From an optimization exercise on the open Yosys and OpenROAD flow, aimed at a short achievable clock period and few clock cycles per item; shortcuts taken in it are not production practice.
In this exercise RTL edits were held to simulation tests only and were not proved equivalent to the original.
Power figures rest on the tool's default switching activity, not on a simulated workload.

$ cat design/flow/design.v
package rv_pkg;
    localparam logic [6:0] OP_REG    = 7'b0110011;
    localparam logic [6:0] OP_IMM    = 7'b0010011;
    localparam logic [6:0] OP_LOAD   = 7'b0000011;
    localparam logic [6:0] OP_STORE  = 7'b0100011;
    localparam logic [6:0] OP_BRANCH = 7'b1100011;
endpackage
`timescale 1ns/1ps
module rv_core_top #(
    parameter int IMEM_DEPTH = 64,
    parameter int DMEM_DEPTH = 64
) (
    input  logic                          clk,
    input  logic                          rst,
    input  logic                          run_i,
    input  logic                          imem_we_i,
    input  logic [$clog2(IMEM_DEPTH)-1:0] imem_addr_i,
    input  logic [31:0]                   imem_wdata_i,
    output logic                          wb_valid_o,
    output logic [4:0]                    wb_rd_o,
    output logic [31:0]                   wb_data_o
);
    function automatic logic [31:0] oh32(input logic [4:0] x);
        oh32 = '0;
        oh32[x] = 1'b1;
    endfunction
    function automatic logic [63:0] oh64(input logic [5:0] x);
        oh64 = '0;
        oh64[x] = 1'b1;
    endfunction
    logic [5:0]  pc_q;        
    logic [31:0] d_ins;
    logic [5:0]  d_pc;
    logic        d_pt;        
    logic [5:0]  d_alt;       
    logic [63:0] d_aoh;       
    logic [31:0] d_r1oh;      
    logic [31:0] d_r2oh;      
    logic        e_v;
    logic [31:0] e_a, e_b, e_opb, e_imm;   
    logic        e_cin;       
    logic [63:0] e_loh;       
    logic [4:0]  e_rd;
    logic        e_wr, e_st, e_br, e_ne, e_pt;
    logic [6:0]  e_sel;       
    logic [5:0]  e_pc;
    logic [31:0] e_alt_ins;   
    logic        e_alt_pt;
    logic [5:0]  e_alt_idx;
    logic [5:0]  e_alt_next;  
    logic [5:0]  e_alt_alt;   
    logic        w_v;
    logic [4:0]  w_rd;
    logic [31:0] w_data;
    logic [31:0] r_woh;       
    logic [4:0]  r_rd;
    logic [31:0] r_data;
    logic [31:0] regs [32];
    logic [31:0] rv;          
    logic [31:0] dmem [64];
    logic [31:0] imem  [64];
    logic        pd_t  [64];    
    logic [5:0]  pd_tg [64];    
    logic        wq_v;
    logic [5:0]  wq_a;
    logic [63:0] wq_oh;       
    logic [31:0] wq_d;
    always_ff @(posedge clk) begin
        wq_v <= imem_we_i;
        wq_a <= imem_addr_i;
        wq_oh <= imem_we_i ? oh64(imem_addr_i) : 64'd0;
        wq_d <= imem_wdata_i;
    end
    logic        wr_pt;
    logic [5:0]  wr_tg;
    logic        taken;
    assign wr_pt = (wq_d[6:0] == rv_pkg::OP_BRANCH) &
                   ((wq_d[19:15] == wq_d[24:20]) ^ wq_d[12]);
    assign wr_tg = wq_a + {wq_d[27:25], wq_d[11:9]};
    always_ff @(posedge clk) begin
        for (int i = 0; i < 64; i++) begin
            if (wq_oh[i]) begin
                imem[i]  <= wq_d;
                pd_t[i]  <= wr_pt;
                pd_tg[i] <= wr_tg;
            end else if (!wq_v && e_v && e_br && e_pc == 6'(i)) begin
                pd_t[i] <= taken;
            end
        end
    end
    logic [31:0] sum, ld_data, res;
    logic        ld_stall;
    logic        slt, eq, mispred;
    assign sum  = e_a + e_opb + {31'd0, e_cin};
    assign slt  = (e_a[31] ^ e_b[31]) ? e_a[31] : sum[31];
    assign eq      = (e_a == e_b);
    assign taken   = eq ^ e_ne;
    assign mispred = e_v & e_br & (taken ^ e_pt);
    always_comb begin
        ld_data = '0;
        for (int i = 0; i < 64; i++) ld_data = ld_data | ({32{e_loh[i]}} & dmem[i]);
    end
    assign res     = ({32{e_sel[0]}} & sum) |
                     {31'd0, e_sel[2] & slt} |
                     ({32{e_sel[3]}} & (e_a ^ e_b)) |
                     ({32{e_sel[4]}} & (e_a | e_b)) |
                     ({32{e_sel[5]}} & (e_a & e_b)) |
                     ({32{e_sel[6]}} & ld_data);
    logic [6:0]  d_opc;
    logic [4:0]  d_rs1, d_rs2, d_rd;
    logic        d_isr, d_isi, d_isl, d_iss, d_isb;
    logic        d_wr;
    logic [31:0] d_imm;
    logic [6:0]  d_sel;
    logic        d_inv;       
    logic [31:0] rf_a, rf_b;
    assign d_opc = d_ins[6:0];
    assign d_rd  = d_ins[11:7];
    assign d_rs1 = d_ins[19:15];
    assign d_rs2 = d_ins[24:20];
    assign d_isr = (d_opc == rv_pkg::OP_REG);
    assign d_isi = (d_opc == rv_pkg::OP_IMM);
    assign d_isl = (d_opc == rv_pkg::OP_LOAD);
    assign d_iss = (d_opc == rv_pkg::OP_STORE);
    assign d_isb = (d_opc == rv_pkg::OP_BRANCH);
    assign d_wr  = (d_isr | d_isi | d_isl) & (d_rd != 5'd0);
    always_comb begin
        if (d_iss) d_imm = {{20{d_ins[31]}}, d_ins[31:25], d_ins[11:7]};
        else       d_imm = {{20{d_ins[31]}}, d_ins[31:20]};
    end
    assign d_inv = d_isr & (((d_ins[14:12] == 3'b000) & d_ins[30]) | (d_ins[14:12] == 3'b010));
    always_comb begin
        d_sel = 7'b0000001;
        if (d_isl) begin
            d_sel = 7'b1000000;
        end else if (d_isr) begin
            case (d_ins[14:12])
                3'b000:  d_sel = 7'b0000001;
                3'b010:  d_sel = 7'b0000100;
                3'b100:  d_sel = 7'b0001000;
                3'b110:  d_sel = 7'b0010000;
                3'b111:  d_sel = 7'b0100000;
                default: d_sel = 7'b0000001;
            endcase
        end
    end
    logic [31:0] rd_a, rd_b;
    always_comb begin
        rd_a = '0;
        rd_b = '0;
        for (int i = 1; i < 32; i++) begin
            rd_a = rd_a | ({32{d_r1oh[i] & rv[i]}} & regs[i]);
            rd_b = rd_b | ({32{d_r2oh[i] & rv[i]}} & regs[i]);
        end
    end
    assign rf_a = (w_v && r_rd == d_rs1) ? r_data : rd_a;
    assign rf_b = (w_v && r_rd == d_rs2) ? r_data : rd_b;
    logic fwd_a, fwd_b;
    assign fwd_a = e_v & e_wr & (e_rd == d_rs1);
    assign fwd_b = e_v & e_wr & (e_rd == d_rs2);
    logic [7:0]  d_la8;
    logic [63:0] d_loh;
    assign ld_stall = (d_isl | d_iss) & fwd_a;
    assign d_la8    = rf_a[7:0] + d_imm[7:0];
    always_comb begin
        d_loh = '0;
        d_loh[d_la8[7:2]] = 1'b1;
    end
    logic [31:0] alt_ins;
    logic        alt_pt;
    logic [5:0]  alt_tg, alt_inc;
    always_comb begin
        alt_ins = '0;
        alt_pt  = 1'b0;
        alt_tg  = '0;
        for (int i = 0; i < 64; i++) begin
            alt_ins = alt_ins | ({32{d_aoh[i]}} & imem[i]);
            alt_pt  = alt_pt  | (d_aoh[i] & pd_t[i]);
            alt_tg  = alt_tg  | ({6{d_aoh[i]}} & pd_tg[i]);
        end
    end
    assign alt_inc = d_alt + 6'd1;
    logic [31:0] f_ins;
    logic        f_pt;
    logic [5:0]  f_tg, f_inc;
    assign f_ins = imem[pc_q];
    assign f_pt  = pd_t[pc_q];
    assign f_tg  = pd_tg[pc_q];
    assign f_inc = pc_q + 6'd1;
    logic        z_byp;
    logic [31:0] z_mem, z_ins;
    assign z_byp = imem_we_i & (imem_addr_i == 6'd0);
    assign z_mem = (wq_v && wq_a == 6'd0) ? wq_d : imem[0];
    assign z_ins = z_byp ? imem_wdata_i : z_mem;
    logic go;
    assign go = run_i & ~wq_v;
    always_ff @(posedge clk) begin
        if (rst) begin
            e_v <= 1'b0;
            w_v <= 1'b0;
        end else begin
            e_v <= go & ~mispred & ~ld_stall;
            w_v <= e_v & e_wr;
        end
    end
    always_ff @(posedge clk) begin
        if (rst) begin
            pc_q  <= 6'd1;
            d_ins <= z_ins;
            d_pc  <= 6'd0;
            d_pt  <= 1'b0;
            d_alt <= {z_ins[27:25], z_ins[11:9]};
            d_aoh <= oh64({z_mem[27:25], z_mem[11:9]});
            d_r1oh <= oh32(z_mem[19:15]);
            d_r2oh <= oh32(z_mem[24:20]);
        end else if (mispred) begin
            pc_q  <= e_alt_next;
            d_ins <= e_alt_ins;
            d_pc  <= e_alt_idx;
            d_pt  <= e_alt_pt;
            d_alt <= e_alt_alt;
            d_aoh <= oh64(e_alt_alt);
            d_r1oh <= oh32(e_alt_ins[19:15]);
            d_r2oh <= oh32(e_alt_ins[24:20]);
        end else if (go && !ld_stall) begin
            pc_q  <= f_pt ? f_tg : f_inc;
            d_ins <= f_ins;
            d_pc  <= pc_q;
            d_pt  <= f_pt;
            d_alt <= f_pt ? f_inc : f_tg;
            d_aoh <= oh64(f_pt ? f_inc : f_tg);
            d_r1oh <= oh32(f_ins[19:15]);
            d_r2oh <= oh32(f_ins[24:20]);
        end else if (wq_v) begin
            d_aoh <= oh64(d_alt);
            d_r1oh <= oh32(d_ins[19:15]);
            d_r2oh <= oh32(d_ins[24:20]);
        end
        e_a        <= fwd_a ? res : rf_a;
        e_b        <= fwd_b ? res : rf_b;
        e_opb      <= (d_isi | d_isl | d_iss) ? d_imm :
                      d_inv ? ~(fwd_b ? res : rf_b) : (fwd_b ? res : rf_b);
        e_cin      <= d_inv;
        e_imm      <= d_imm;
        e_loh      <= d_loh;
        e_rd       <= d_rd;
        e_wr       <= d_wr;
        e_st       <= d_iss;
        e_br       <= d_isb;
        e_ne       <= d_ins[12];
        e_pt       <= d_pt;
        e_pc       <= d_pc;
        e_sel      <= d_sel;
        e_alt_ins  <= alt_ins;
        e_alt_pt   <= alt_pt;
        e_alt_idx  <= d_alt;
        e_alt_next <= alt_pt ? alt_tg : alt_inc;
        e_alt_alt  <= alt_pt ? alt_inc : alt_tg;
        w_rd   <= e_rd;
        w_data <= res;
        r_woh  <= (e_v & e_wr) ? oh32(e_rd) : 32'd0;
        if (e_v && e_wr) begin
            r_rd   <= e_rd;
            r_data <= res;
        end
    end
    always_ff @(posedge clk) begin
        for (int i = 0; i < 64; i++) if (e_v && e_st && e_loh[i]) dmem[i] <= e_b;
    end
    always_ff @(posedge clk) begin
        for (int i = 1; i < 32; i++) if (r_woh[i]) regs[i] <= r_data;
    end
    always_ff @(posedge clk) begin
        if (rst) rv <= '0;
        else if (w_v) rv[r_rd] <= 1'b1;
    end
    assign wb_valid_o = w_v;
    assign wb_rd_o    = w_rd;
    assign wb_data_o  = w_data;
endmodule
$ cat design/flow/flow/run.sh
#!/bin/bash
# The standard layout (the standard.sh: floorplan, placement, CTS,
# routing, finish) with two changes to how hard it works for speed:
# - ORFS's timing repair is asked to leave SETUP_SLACK_MARGIN ns of setup
#   slack at the design's clock period, so it keeps shortening paths well
#   past the point where the 10 ns clock is met;
# - ADDER_MAP_FILE is empty, so synthesis leaves adders to ABC instead of
#   mapping them onto the library's full- and half-adder cells, which are
#   slower. Registers are untouched by this;
# - the port buffers that ORFS puts on every input and output are buf_4
#   (BUFFER_PORTS_ARGS) instead of the slow delay cell it picks by default.
# Same SDC, same scripts otherwise.
set -euo pipefail
export SETUP_SLACK_MARGIN=6.7
export ADDER_MAP_FILE=
export BUFFER_PORTS_ARGS="-buffer_cell sky130_fd_sc_hd__buf_4"
bash standard.sh > standard.log 2>&1
$ cat design/flow/standard.sh
#!/bin/bash
# synth_recipe.tcl (not shown) runs the flow's synth.tcl, then flattens the netlist and writes it again
# the make line also repeats each setting of config.mk as NAME=value (left out here)
make -C /OpenROAD-flow-scripts/flow DESIGN_CONFIG=/design/flow/config.mk WORK_HOME=/design/flow/orfs CLKGATE_MAP_FILE= SYNTH_SCRIPT=/design/flow/synth_recipe.tcl "${@:-finish}"
$ cat design/flow/config.mk
export PLATFORM = sky130hd
export DESIGN_NAME = rv_core_top
export DESIGN_NICKNAME = rv_core_top
export VERILOG_FILES = /design/flow/design.v
export SDC_FILE = /design/flow/constraint.sdc
export NUM_CORES = 4
export LEC_CHECK = 0
export CAP_MARGIN = 20
export CORE_MARGIN = 2
export CORE_UTILIZATION = 55
export SLEW_MARGIN = 20
export TNS_END_PERCENT = 20
$ cat design/flow/constraint.sdc
create_clock -name core_clock -period 10.0 [get_ports {clk}]
set_input_delay 2.0000 -clock core_clock [delete_from_list [all_inputs] [get_ports {clk}]]
set_output_delay 2.0000 -clock core_clock [all_outputs]
set_load 0.01 [all_outputs]
==> run notes <==
## kinds of logic after synthesis
group | count (synthesis)
DFF | 6188
adders and majority gates | 26
and+or+nand+nor | 2858
AOI/OAI and AO/OA | 5081
muxes | 92
buffers and inverters | 1269
xor gates and xnor gates | 226
## metrics by stage
step	hold slack [ps]	utilization, %
floorplan	330.6	-
global placement	358.6	57.38
detailed placement	365.8	57.43
CTS	379.8	64.17
## power groups by stage
stage	clock network, mW	logic, mW	registers (mW)
after floorplan	0	2.10	29.1
after global placement	0	4.68	29.3
after detailed placement	0	4.70	29.3
after CTS	24.0	5.49	28.8
## layer usage
layer / GRT overflow / track usage (%)
met4: 72 / 69.80
met3: 15 / 63.03
met2: 86 / 87.33
met5: 2 / 32.21
met1: 13 / 77.56
## repair_timing
action | 4_1_cts
cloned | 38
pin swaps | 179
setup endpoints to repair | 1266
buffers inserted | 530
gates resized for setup | 792
## worst min path at each step
stage | startpoint | endpoint | depth (start not counted)
floorplan | d_pc[0] | e_pc[0] | 0
global placement | d_pt | e_pt | 0
detailed placement | d_pt | e_pt | 0
CTS | d_pt | e_pt | 0
==> summary.md <==
| Metric | Value |
|---|---|
| YS warnings | `6` |
| Err | `[ERROR GRT-0232] Routing congestion too high. Check the congestion heatmap in the GUI.` |
| Hold buffers post-CTS | `0` |
| Mapped cell area | `245000 um2` |
| Deepest clock path buffer count | `4` |
| Die Height | `671.4 um` |
| Max H-tree Level | `6` |
| Core Rows | `245` |
| Total GRT Usage | `74.78%` |
| Register bit total from synthesis | `6188` |
| Ports | `80` |
| Synthesized net count | `15780` |
| IO Port Bufs | `79` |
| Synth cell count leaders | `edfxtp_1 (5737), a22oi_1 (1674), a221oi_1 (1277)` |
| Ys flop type | `edfxtp_1` |
| Synth top area share | `70.33%` |
| Post-synthesis adder-cell area fraction | `0.1078%` |
| Run status | `stopped before the end` |
| Netlist cell types | `96` |
| Placed cell area | `255300 um2` |
| Synth area leader | `edfxtp_1` |
| Initial Util | `55.11%` |
| Mux share of post-synthesis cell area | `0.3938%` |
| RD Place Congestion | `1.077` |
| Sequential share of the synthesized area | `74.02%` |
| Root Driver | `clkbuf_16` |
| Detailed Place HPWL | `805.5 mm` |
| Ys async rst share | `0%` |
| Fail Step | `global routing` |
| Largest net degree at the start of global routing | `85` |
| Simple-Gate Fraction of Synth Area | `6.181%` |
| Post-Synth XOR/XNOR Area | `0.8188%` |
| Worst slack, placed | `3560 ps` |
| Syn avg cell area | `15.56 um2` |
| Cell with the most instances after synthesis | `edfxtp_1` |
| Die W | `671.4 um` |
| EDFF count, synth | `5737` |
| Placed Cells | `21240` |
| Gate Count Post-Synth | `15740` |
| Synth Area in Compound Gates | `16.49%` |
| CTS sink cnt | `6188` |
| Largest family of logic cells by synthesized area | `compound AO/OA/AOI/OAI gates` |
| CTS buffer count | `629` |
| Grt total ovfl | `188` |
| Top post-synthesis cells by area | `edfxtp_1 (70%), a22oi_1 (5.1%), a221oi_1 (4.6%)` |
Testbench counts, summed over its fixed seeds: cycles 14,521, instrs 14,019.
